Context: an optimization exercise on an open-source flow, tuned for small area and a short achievable clock period. The choices shown serve that exercise and are no tape-out recipe.
At most, simulation tests tie the RTL to the original design; equivalence was not proved.
Power figures rest on the tool's default switching activity, not on a simulated workload.

==> ember: inputs <==
==> flow/design.v <==
module normal_reorder_buffer #(
  parameter int WIDTH    = 16,
  parameter int Q_BITS   = 8,
  parameter int TAG_BITS = 5
) (
  input  logic                  clk,
  input  logic                  reset,
  input  logic                  alloc_req,
  output logic                  alloc_gnt,
  output logic [TAG_BITS-1:0]   alloc_tag,
  input  logic                  wr_valid,
  input  logic [TAG_BITS-1:0]   wr_tag,
  input  logic [3*WIDTH-1:0]    wr_data,    
  output logic                  out_valid,
  input  logic                  out_ready,
  output logic [3*WIDTH-1:0]    out_data,   
  output logic [TAG_BITS-1:0]   out_tag,
  output logic [TAG_BITS:0]     count,
  output logic                  full,
  output logic                  err
);
  localparam int DEPTH = 1 << TAG_BITS;
  localparam int CW    = TAG_BITS + 1;
  localparam int DW    = 3 * WIDTH;
  logic [TAG_BITS-1:0] head_q, tail_q;
  logic [DEPTH-1:0]    sel1_q;          
  logic                nd_q;            
  logic [CW-1:0]       cnt_q;
  logic [DEPTH-1:0]    done_q;
  logic [DEPTH-1:0]    pend_q;          
  logic                err_q;
  logic [DW-1:0]       mem [DEPTH];
  logic                ov_q;
  logic [DW-1:0]       od_q;
  logic [TAG_BITS-1:0] ot_q;
  logic [TAG_BITS-1:0] head_p1;
  logic                wr_ok, gnt, retire;
  logic [DEPTH-1:0]    head_oh, hp1, wr_dec, tail_dec, done_n, sel1_n;
  logic                nxt_done, pw0, pw1, pw, hold, valid_n;
  logic [DW-1:0]       rd1, data_n;
  assign wr_ok    = wr_valid & pend_q[wr_tag];
  assign gnt      = alloc_req & ~cnt_q[CW-1] & ~reset;
  assign retire   = ov_q & out_ready;
  assign head_p1  = head_q + 1'b1;
  always_comb begin
    for (int i = 0; i < DEPTH; i++) begin
      hp1[i]     = (head_p1 == TAG_BITS'(i));
      head_oh[i] = (head_q == TAG_BITS'(i));
      wr_dec[i]  = (wr_tag == TAG_BITS'(i));
      tail_dec[i] = (tail_q == TAG_BITS'(i));
    end
  end
  assign nxt_done = nd_q;
  always_comb begin
    rd1 = '0;
    for (int i = 0; i < DEPTH; i++)
      rd1 = rd1 | ({DW{sel1_q[i]}} & mem[i]);
  end
  assign pw0 = wr_ok & (wr_tag == head_q);
  assign pw1 = wr_ok & (wr_tag == head_p1);
  assign hold    = ov_q & ~out_ready;
  assign pw      = retire ? pw1 : pw0;
  assign valid_n = retire ? (nxt_done | pw1) : (ov_q | pw0);
  assign data_n  = ({DW{retire}} & rd1) | ({DW{hold}} & od_q) | ({DW{pw}} & wr_data);
  assign alloc_gnt = gnt;
  assign alloc_tag = tail_q;
  assign out_valid = ov_q;
  assign out_data  = od_q;
  assign out_tag   = ot_q;
  assign count     = cnt_q;
  assign full      = cnt_q[CW-1];
  assign err       = err_q;
  always_ff @(posedge clk or posedge reset) begin
    if (reset) begin
      head_q <= '0;
      tail_q <= '0;
      cnt_q  <= '0;
      err_q  <= 1'b0;
      ov_q   <= 1'b0;
      od_q   <= '0;
      ot_q   <= '0;
    end else begin
      if (gnt) tail_q <= tail_q + 1'b1;
      if (retire) head_q <= head_p1;
      cnt_q <= cnt_q + CW'(gnt) - CW'(retire);
      err_q <= wr_valid & ~wr_ok;
      ov_q  <= valid_n;
      od_q  <= data_n;
      ot_q  <= valid_n ? (retire ? head_p1 : head_q) : '0;
    end
  end
  always_comb begin
    for (int i = 0; i < DEPTH; i++) begin
      done_n[i] = pend_q[i] ? (wr_valid & wr_dec[i]) : (done_q[i] & ~(retire & head_oh[i]));
      sel1_n[i] = done_n[i] & (retire ? hp1[(i + DEPTH - 1) % DEPTH] : hp1[i]);
    end
  end
  always_ff @(posedge clk or posedge reset) begin
    if (reset) begin
      done_q <= '0;
      pend_q <= '0;
      sel1_q <= '0;
      nd_q   <= 1'b0;
    end else begin
      done_q <= done_n;
      sel1_q <= sel1_n;
      nd_q   <= |sel1_n;
      for (int i = 0; i < DEPTH; i++) begin
        if (pend_q[i]) begin
          if (wr_valid && wr_dec[i]) pend_q[i] <= 1'b0;
        end else if (!done_q[i]) begin
          if (gnt && tail_dec[i]) pend_q[i] <= 1'b1;
        end
      end
    end
  end
  always_ff @(posedge clk) begin
    for (int i = 0; i < DEPTH; i++)
      if (wr_valid && wr_dec[i] && !done_q[i]) mem[i] <= wr_data;
  end
endmodule
==> flow/run.sh <==
#!/bin/bash
# synth_recipe.tcl (not shown) runs the flow's synth.tcl, then flattens the netlist and writes it again
# the make line also repeats each setting of config.mk as NAME=value (left out here)
make -C /OpenROAD-flow-scripts/flow DESIGN_CONFIG=/design/flow/config.mk WORK_HOME=/design/flow/orfs CLKGATE_MAP_FILE= SYNTH_SCRIPT=/design/flow/synth_recipe.tcl finish
==> flow/config.mk <==
export PLATFORM = sky130hd
export DESIGN_NAME = normal_reorder_buffer
export DESIGN_NICKNAME = normal_reorder_buffer
export VERILOG_FILES = /design/flow/design.v
export SDC_FILE = /design/flow/constraint.sdc
export NUM_CORES = 4
export LEC_CHECK = 0
export CAP_MARGIN = 20
export CORE_MARGIN = 2
export CORE_UTILIZATION = 72
export CTS_CLUSTER_DIAMETER = 70
export CTS_CLUSTER_SIZE = 24
export SETUP_SLACK_MARGIN = 2.4
export SLEW_MARGIN = 20
==> flow/constraint.sdc <==
create_clock -name core_clock -period 4.5 [get_ports {clk}]
set_input_delay 0.9000 -clock core_clock [delete_from_list [all_inputs] [get_ports {clk}]]
set_output_delay 0.9000 -clock core_clock [all_outputs]
set_load 0.01 [all_outputs]
==> inputs of onyx, as changes to ember <==
--- a/flow/design.v
+++ b/flow/design.v
@@ -25,5 +25,4 @@
   logic [TAG_BITS-1:0] head_q, tail_q;
   logic [DEPTH-1:0]    sel1_q;          
-  logic                nd_q;            
   logic [CW-1:0]       cnt_q;
   logic [DEPTH-1:0]    done_q;
@@ -51,5 +50,5 @@
     end
   end
-  assign nxt_done = nd_q;
+  assign nxt_done = |sel1_q;
   always_comb begin
     rd1 = '0;
@@ -101,9 +100,7 @@
       pend_q <= '0;
       sel1_q <= '0;
-      nd_q   <= 1'b0;
     end else begin
       done_q <= done_n;
       sel1_q <= sel1_n;
-      nd_q   <= |sel1_n;
       for (int i = 0; i < DEPTH; i++) begin
         if (pend_q[i]) begin
ABC_AREA = 1   (was unset)
CORE_UTILIZATION = 65   (was 72)
==> summary of the runs <==
In onyx the maximum frequency is larger than in ember, by 26%. Of ember and onyx, onyx has the higher power (gap 17%, measured against onyx). Of onyx and ember, onyx has the higher register-to-register slack (gap 630 ps). Between ember and onyx, the lower clock power is in ember (gap about 0.6%, measured against onyx).
Only the layout flow was run in ember; the RTL was not checked for function there.

==> port drivers added, routing unchanged <==
Ports are ideal in the flow. The routed layouts listed here were re-timed in OpenROAD.
Step 1 sets driving cells, clkbuf_16 on the clock port and buf_2 on the other inputs (assumed; they add their load-dependent delay and slew).
Step 2 moves the port delays by t, midway between the first and last clock arrival at a register: inputs arrive t later, outputs are due t later. That takes back most of the time a late clock gives input paths.
a / b / c = no drivers / after step 1 / after step 2; a / b = the first two.
| run | t, ns | setup slack, ns | worst setup path at the end |
|---|---|---|---|
| ember | 0.776 | 1.396 / 1.396 / 1.061 | input to register |
| onyx | 0.781 | 2.027 / 2.006 / 1.439 | input to register |
After both steps every run listed still meets setup and hold. For onyx, which loses most, drivers alone change the setup slack by -0.021 ns; drivers and shift together by -0.588 ns.
